What follows belongs to an exercise in optimizing a design on an open flow for small area, a short achievable clock period and few clock cycles per item; a production flow would make more cautious choices.
RTL that was checked went through simulation tests only; none was proved equivalent to the original.
No activity file was given, so power comes from the tool's default toggle rates.

the baseline:
==> module odss_back, before the edit <==
module odss_back (
    input  logic        i_clk,
    input  logic        i_rst_n,
    input  logic [4:0]  i_cfg,      
    input  logic        i_beat,
    input  logic        i_mode,
    input  logic [47:0] i_data,
    output logic        o_pv,
    output logic [3:0]  o_pd        
);
    function automatic logic [6:0] f_wsum(input logic [11:0] x,
                                          input logic [31:0] wts);
        logic [6:0] s;
        s = {3'd0, x[3:0]};
        for (int i = 4; i < 12; i++) begin
            s = s + (x[i] ? {3'd0, wts[4*(i-4) +: 4]} : 7'd0);
        end
        f_wsum = s;
    endfunction
    function automatic logic [6:0] f_rsub(input logic [6:0] s,
                                          input logic [4:0] n,
                                          input int         k);
        logic [7:0] d;
        d = {1'b0, s >> k} - {3'b0, n};
        f_rsub = d[7] ? s : 7'((d[6:0] << k) | (s & 7'((1 << k) - 1)));
    endfunction
    function automatic logic f_lt(input logic [6:0] a, input logic [6:0] b);
        logic l;
        l = 1'b0;
        for (int i = 0; i < 7; i++) begin
            l = (~a[i] & b[i]) | ((~a[i] | b[i]) & l);
        end
        f_lt = l;
    endfunction
    function automatic logic f_lt8(input logic [7:0] a, input logic [7:0] b);
        logic l;
        l = 1'b0;
        for (int i = 0; i < 8; i++) begin
            l = (~a[i] & b[i]) | ((~a[i] | b[i]) & l);
        end
        f_lt8 = l;
    endfunction
    logic        r1_v, r1_pix;
    logic [11:0] r1_x, r1_y;
    logic [7:0]  r1_c [3];
    logic [4:0]  r_sn;
    logic [5:0]  r_vf;           
    logic [2:0]  r_rs;           
    logic [31:0] r_wts;          
    logic        r_sb;
    logic        r2_v, r2_b;
    logic [4:0]  r2_n;
    logic [6:0]  r2_sx, r2_sy;
    logic [7:0]  r2_ph [3];
    logic [2:0]  r2_e;
    logic        r3_v, r3_b;
    logic [4:0]  r3_n;
    logic [5:0]  r3_sx, r3_sy;
    logic [7:0]  r3_t [3];
    logic        r4_v, r4_b;
    logic [4:0]  r4_n;
    logic [7:0]  r4_m;           
    logic [7:0]  r4_t [3];
    logic [31:0] w_wts;
    logic [5:0]  w_vfac;
    logic [15:0] w_p [3];
    logic [15:0] w_pp [3][7];
    logic [6:0]  w_sx3, w_sy3, w_sx4, w_sy4;
    logic [4:0]  w_sn_nx;
    logic [4:0]  w_nm1;
    logic [3:0]  w_kx0, w_kx1, w_ky0, w_ky1;
    logic        w_gx, w_gy;
    logic [7:0]  w_ab;
    logic [7:0]  w_k;
    logic [7:0]  w_half;
    logic        w_u;
    logic [7:0]  w_hb [3];
    always_ff @(posedge i_clk) begin
        if (!i_rst_n) begin
            r1_v <= 1'b0;
            r2_v <= 1'b0;
            r3_v <= 1'b0;
            r4_v <= 1'b0;
            r_sb <= 1'b0;
        end else begin
            r1_v <= i_beat;
            r2_v <= r1_v && r1_pix;
            r3_v <= r2_v;
            r4_v <= r3_v;
            if (r1_v && !r1_pix) begin
                r_sb <= 1'b1;
            end
        end
    end
    always_ff @(posedge i_clk) begin
        if (r1_v && !r1_pix) begin
            r_sn <= i_cfg;
        end
    end
    assign w_sn_nx = (r1_v && !r1_pix) ? i_cfg : r_sn;
    always_ff @(posedge i_clk) begin
        r_vf  <= odss_pkg::f_vfac(w_sn_nx);
        r_rs  <= {w_sn_nx[4], w_sn_nx[0] && !w_sn_nx[4], !w_sn_nx[0]};
        r_wts <= odss_pkg::f_wts(w_sn_nx);
    end
    always_ff @(posedge i_clk) begin
        r1_pix  <= i_mode;
        r1_x    <= i_data[11:0];
        r1_y    <= i_data[23:12];
        r1_c[0] <= i_data[31:24];
        r1_c[1] <= i_data[39:32];
        r1_c[2] <= i_data[47:40];
    end
    assign w_wts   = r_wts;
    assign w_vfac  = r_vf;
    always_comb begin
        for (int j = 0; j < 3; j++) begin
            for (int i = 0; i < 6; i++) begin
                w_pp[j][i] = w_vfac[i] ? 16'(r1_c[j]) << (i + 2) : 16'd0;
            end
            w_pp[j][6] = (r_rs[2] ? 16'(r1_c[j]) << 8 : 16'd0)
                       | (r_rs[1] ? 16'(r1_c[j]) << 1 : 16'd0)
                       | (r_rs[0] ? 16'(r1_c[j]) : 16'd0);
            w_p[j] = w_pp[j][0] + w_pp[j][1] + w_pp[j][2] + w_pp[j][3]
                   + w_pp[j][4] + w_pp[j][5] + w_pp[j][6];
        end
    end
    always_ff @(posedge i_clk) begin
        r2_b  <= r_sb;
        r2_n  <= r_sn;
        r2_sx <= f_wsum(r1_x, w_wts);
        r2_sy <= f_wsum(r1_y, w_wts);
        for (int j = 0; j < 3; j++) begin
            r2_ph[j] <= w_p[j][15:8];
            r2_e[j]  <= (r1_c[j] == 8'd128) && r_sn[0];
        end
    end
    assign w_sx3 = f_rsub(f_rsub(r2_sx, r2_n, 3), r2_n, 2);
    assign w_sy3 = f_rsub(f_rsub(r2_sy, r2_n, 3), r2_n, 2);
    always_ff @(posedge i_clk) begin
        r3_b  <= r2_b;
        r3_n  <= r2_n;
        r3_sx <= w_sx3[5:0];
        r3_sy <= w_sy3[5:0];
        for (int j = 0; j < 3; j++) begin
            r3_t[j] <= r2_ph[j] - 8'(r2_e[j]);
        end
    end
    assign w_sx4 = f_rsub({1'b0, r3_sx}, r3_n, 1);
    assign w_sy4 = f_rsub({1'b0, r3_sy}, r3_n, 1);
    assign w_nm1 = r3_n - 5'd1;
    assign w_kx0 = r3_n[4:1] + 4'd8;                  
    assign w_kx1 = r3_n[3:0] + r3_n[4:1] + 4'd8;      
    assign w_ky0 = w_nm1[4:1] + 4'd9;                 
    assign w_ky1 = r3_n[3:0] + w_nm1[4:1] + 4'd9;     
    assign w_gx  = !f_lt(w_sx4, {2'b0, r3_n});
    assign w_gy  = !f_lt(w_sy4, {2'b0, r3_n});
    assign w_ab  = {w_sx4[3:0] - (w_gx ? w_kx1 : w_kx0),
                    w_sy4[3:0] - (w_gy ? w_ky1 : w_ky0)};
    always_ff @(posedge i_clk) begin
        r4_b  <= r3_b;
        r4_n  <= r3_n;
        r4_m  <= w_ab;
        for (int j = 0; j < 3; j++) begin
            r4_t[j] <= r3_t[j];
        end
    end
    assign w_k   = odss_pkg::f_kidx(r4_m);
    assign w_half = odss_pkg::f_half(r4_n);
    assign w_u    = f_lt8(w_k, w_half);
    assign o_pv = r4_v;
    always_comb begin
        o_pd[3] = r4_b;
        for (int j = 0; j < 3; j++) begin
            w_hb[j] = w_half + {1'b0, r4_t[j][7:1]};
            o_pd[j] = r4_b && (f_lt8(w_k, {1'b0, r4_t[j][7:1]})
                               || (r4_t[j][0] && w_k == {1'b0, r4_t[j][7:1]})
                               || (!w_u && f_lt8(w_k, w_hb[j])));
        end
    end
endmodule
==> flow/config.mk <==
export PLATFORM = sky130hd
export DESIGN_NAME = ordered_dither_spiral_screen_unit
export DESIGN_NICKNAME = ordered_dither_spiral_screen_unit
export VERILOG_FILES = /design/flow/design.v
export SDC_FILE = /design/flow/constraint.sdc
export NUM_CORES = 4
export LEC_CHECK = 0
export ABC_AREA = 1
export CAP_MARGIN = 20
export CORE_MARGIN = 2
export CORE_UTILIZATION = 55
export PLACE_DENSITY = 0.7
export SLEW_MARGIN = 20
==> flow/constraint.sdc <==
create_clock -name core_clock -period 10.0 [get_ports {i_clk}]
set_input_delay 2.0000 -clock core_clock [delete_from_list [all_inputs] [get_ports {i_clk}]]
set_output_delay 2.0000 -clock core_clock [all_outputs]
set_load 0.01 [all_outputs]
standard.sh (not shown) runs the stock make flow with config.mk's settings and CLKGATE_MAP_FILE= SYNTH_SCRIPT=/design/flow/synth_recipe.tcl, a recipe that flattens the netlist after the stock synthesis.
==> flow/flow/run.sh <==
#!/bin/bash
set -euo pipefail
bash standard.sh SETUP_SLACK_MARGIN=5.6 \
    "BUFFER_PORTS_ARGS=-buffer_cell sky130_fd_sc_hd__buf_1" \
    "CTS_ARGS=-sink_clustering_enable -repair_clock_nets -dont_use_dummy_load" \
    finish > layout.log 2>&1
Inputs modified between the baseline and the candidate:
--- a/flow/design.v
+++ b/flow/design.v
@@ -7,9 +7,13 @@
     function automatic logic [31:0] f_wts(input logic [4:0] n);
         f_wts = T_WTS[32*n +: 32];
     endfunction
-    localparam logic [191:0] T_VFAC = 192'he31aa4799510309184081000;
-    function automatic logic [5:0] f_vfac(input logic [4:0] n);
-        f_vfac = T_VFAC[6*n +: 6];
+    localparam logic [287:0] T_SCALE = 288'h80c06030180c06030180c06030180c0603017131554913d194a441190943411050140402;
+    function automatic logic [8:0] f_scale(input logic [4:0] n);
+        f_scale = T_SCALE[9*n +: 9];
+    endfunction
+    localparam logic [319:0] T_SCALE3 = 320'hc0f03c0f03c0f03c0f03c0f03c0f03c0f03c0f03a9a4f7f9b35b92f3d8c32586f138330780f01806;
+    function automatic logic [9:0] f_scale3(input logic [4:0] n);
+        f_scale3 = T_SCALE3[10*n +: 10];
     endfunction
     localparam logic [255:0] T_HALF = 256'h80808080808080808080808080808080716255483d32292019120d0805020101;
     function automatic logic [7:0] f_half(input logic [4:0] n);
@@ -131,8 +135,8 @@
     logic [11:0] r1_x, r1_y;
     logic [7:0]  r1_c [3];
     logic [4:0]  r_sn;
-    logic [5:0]  r_vf;           
-    logic [2:0]  r_rs;           
+    logic [8:0]  r_s1;           
+    logic [9:0]  r_s3;           
     logic [31:0] r_wts;          
     logic        r_sb;
     logic        r2_v, r2_b;
@@ -149,9 +153,9 @@
     logic [7:0]  r4_m;           
     logic [7:0]  r4_t [3];
     logic [31:0] w_wts;
-    logic [5:0]  w_vfac;
+    logic [9:0]  w_m [4];
     logic [15:0] w_p [3];
-    logic [15:0] w_pp [3][7];
+    logic [15:0] w_pp [3][4];
     logic [6:0]  w_sx3, w_sy3, w_sx4, w_sy4;
     logic [4:0]  w_sn_nx;
     logic [4:0]  w_nm1;
@@ -186,8 +190,8 @@
     end
     assign w_sn_nx = (r1_v && !r1_pix) ? i_cfg : r_sn;
     always_ff @(posedge i_clk) begin
-        r_vf  <= odss_pkg::f_vfac(w_sn_nx);
-        r_rs  <= {w_sn_nx[4], w_sn_nx[0] && !w_sn_nx[4], !w_sn_nx[0]};
+        r_s1  <= odss_pkg::f_scale(w_sn_nx);
+        r_s3  <= odss_pkg::f_scale3(w_sn_nx);
         r_wts <= odss_pkg::f_wts(w_sn_nx);
     end
     always_ff @(posedge i_clk) begin
@@ -199,17 +203,16 @@
         r1_c[2] <= i_data[47:40];
     end
     assign w_wts   = r_wts;
-    assign w_vfac  = r_vf;
+    assign w_m[0]  = '0;
+    assign w_m[1]  = {1'b0, r_s1};
+    assign w_m[2]  = {r_s1, 1'b0};
+    assign w_m[3]  = r_s3;
     always_comb begin
         for (int j = 0; j < 3; j++) begin
-            for (int i = 0; i < 6; i++) begin
-                w_pp[j][i] = w_vfac[i] ? 16'(r1_c[j]) << (i + 2) : 16'd0;
+            for (int i = 0; i < 4; i++) begin
+                w_pp[j][i] = 16'(w_m[r1_c[j][2*i +: 2]]) << (2 * i);
             end
-            w_pp[j][6] = (r_rs[2] ? 16'(r1_c[j]) << 8 : 16'd0)
-                       | (r_rs[1] ? 16'(r1_c[j]) << 1 : 16'd0)
-                       | (r_rs[0] ? 16'(r1_c[j]) : 16'd0);
-            w_p[j] = w_pp[j][0] + w_pp[j][1] + w_pp[j][2] + w_pp[j][3]
-                   + w_pp[j][4] + w_pp[j][5] + w_pp[j][6];
+            w_p[j] = w_pp[j][0] + w_pp[j][1] + w_pp[j][2] + w_pp[j][3];
         end
     end
     always_ff @(posedge i_clk) begin
==> comparison <==
- Higher gate count after technology mapping was reported by the baseline, not the candidate.
- Higher sequential share of layout area was reported by the candidate, not the baseline.
- The candidate vs. the baseline: mean number of vias per cell moved up, overall power after layout moved down, aggregate routed wire length moved up, count of vias placed by the detailed router moved up.
- The candidate vs. the baseline: area added between synthesis and finish picked up an extra 1.4 points; global-route usage higher.
- On global-route met1 utilization: between the baseline and the candidate, it ends up lower for the baseline.
- In the tables for the baseline and the candidate, share of total power consumed by net switching reads lower with the baseline.
Testbench counts of the candidate, summed over its fixed seeds: cycles 13,195, items 12,795.
For the baseline, only the layout was checked, not whether the RTL still works.

afterwards: timing with drivers on the ports:
The results above use ideal ports. As a check the final layouts listed here were re-extracted and re-timed, cells and wires unchanged. Step 1: set_driving_cell puts a clkbuf_16 on i_clk and a buf_2 on each other input, an assumption about the parent block. Step 2 also shifts input and output timing later by t, the mid clock arrival at the registers, as if the neighbouring blocks saw the same clock. Slacks: no drivers / after step 1 / after step 2; pairs: no drivers / after step 1.
run | t (ns) | setup slack, ns | worst setup path after step 2 | slew at the worst register clock pin (ns) | worst data-port slew with drivers (ns)
the baseline | 0.589 | 5.607 / 5.607 / 5.607 | register to register | 0.06 / 0.06 | 0.04
the candidate | 0.591 | 5.803 / 5.803 / 5.803 | register to register | 0.06 / 0.06 | 0.03
After both steps setup and hold are still met in every run listed.
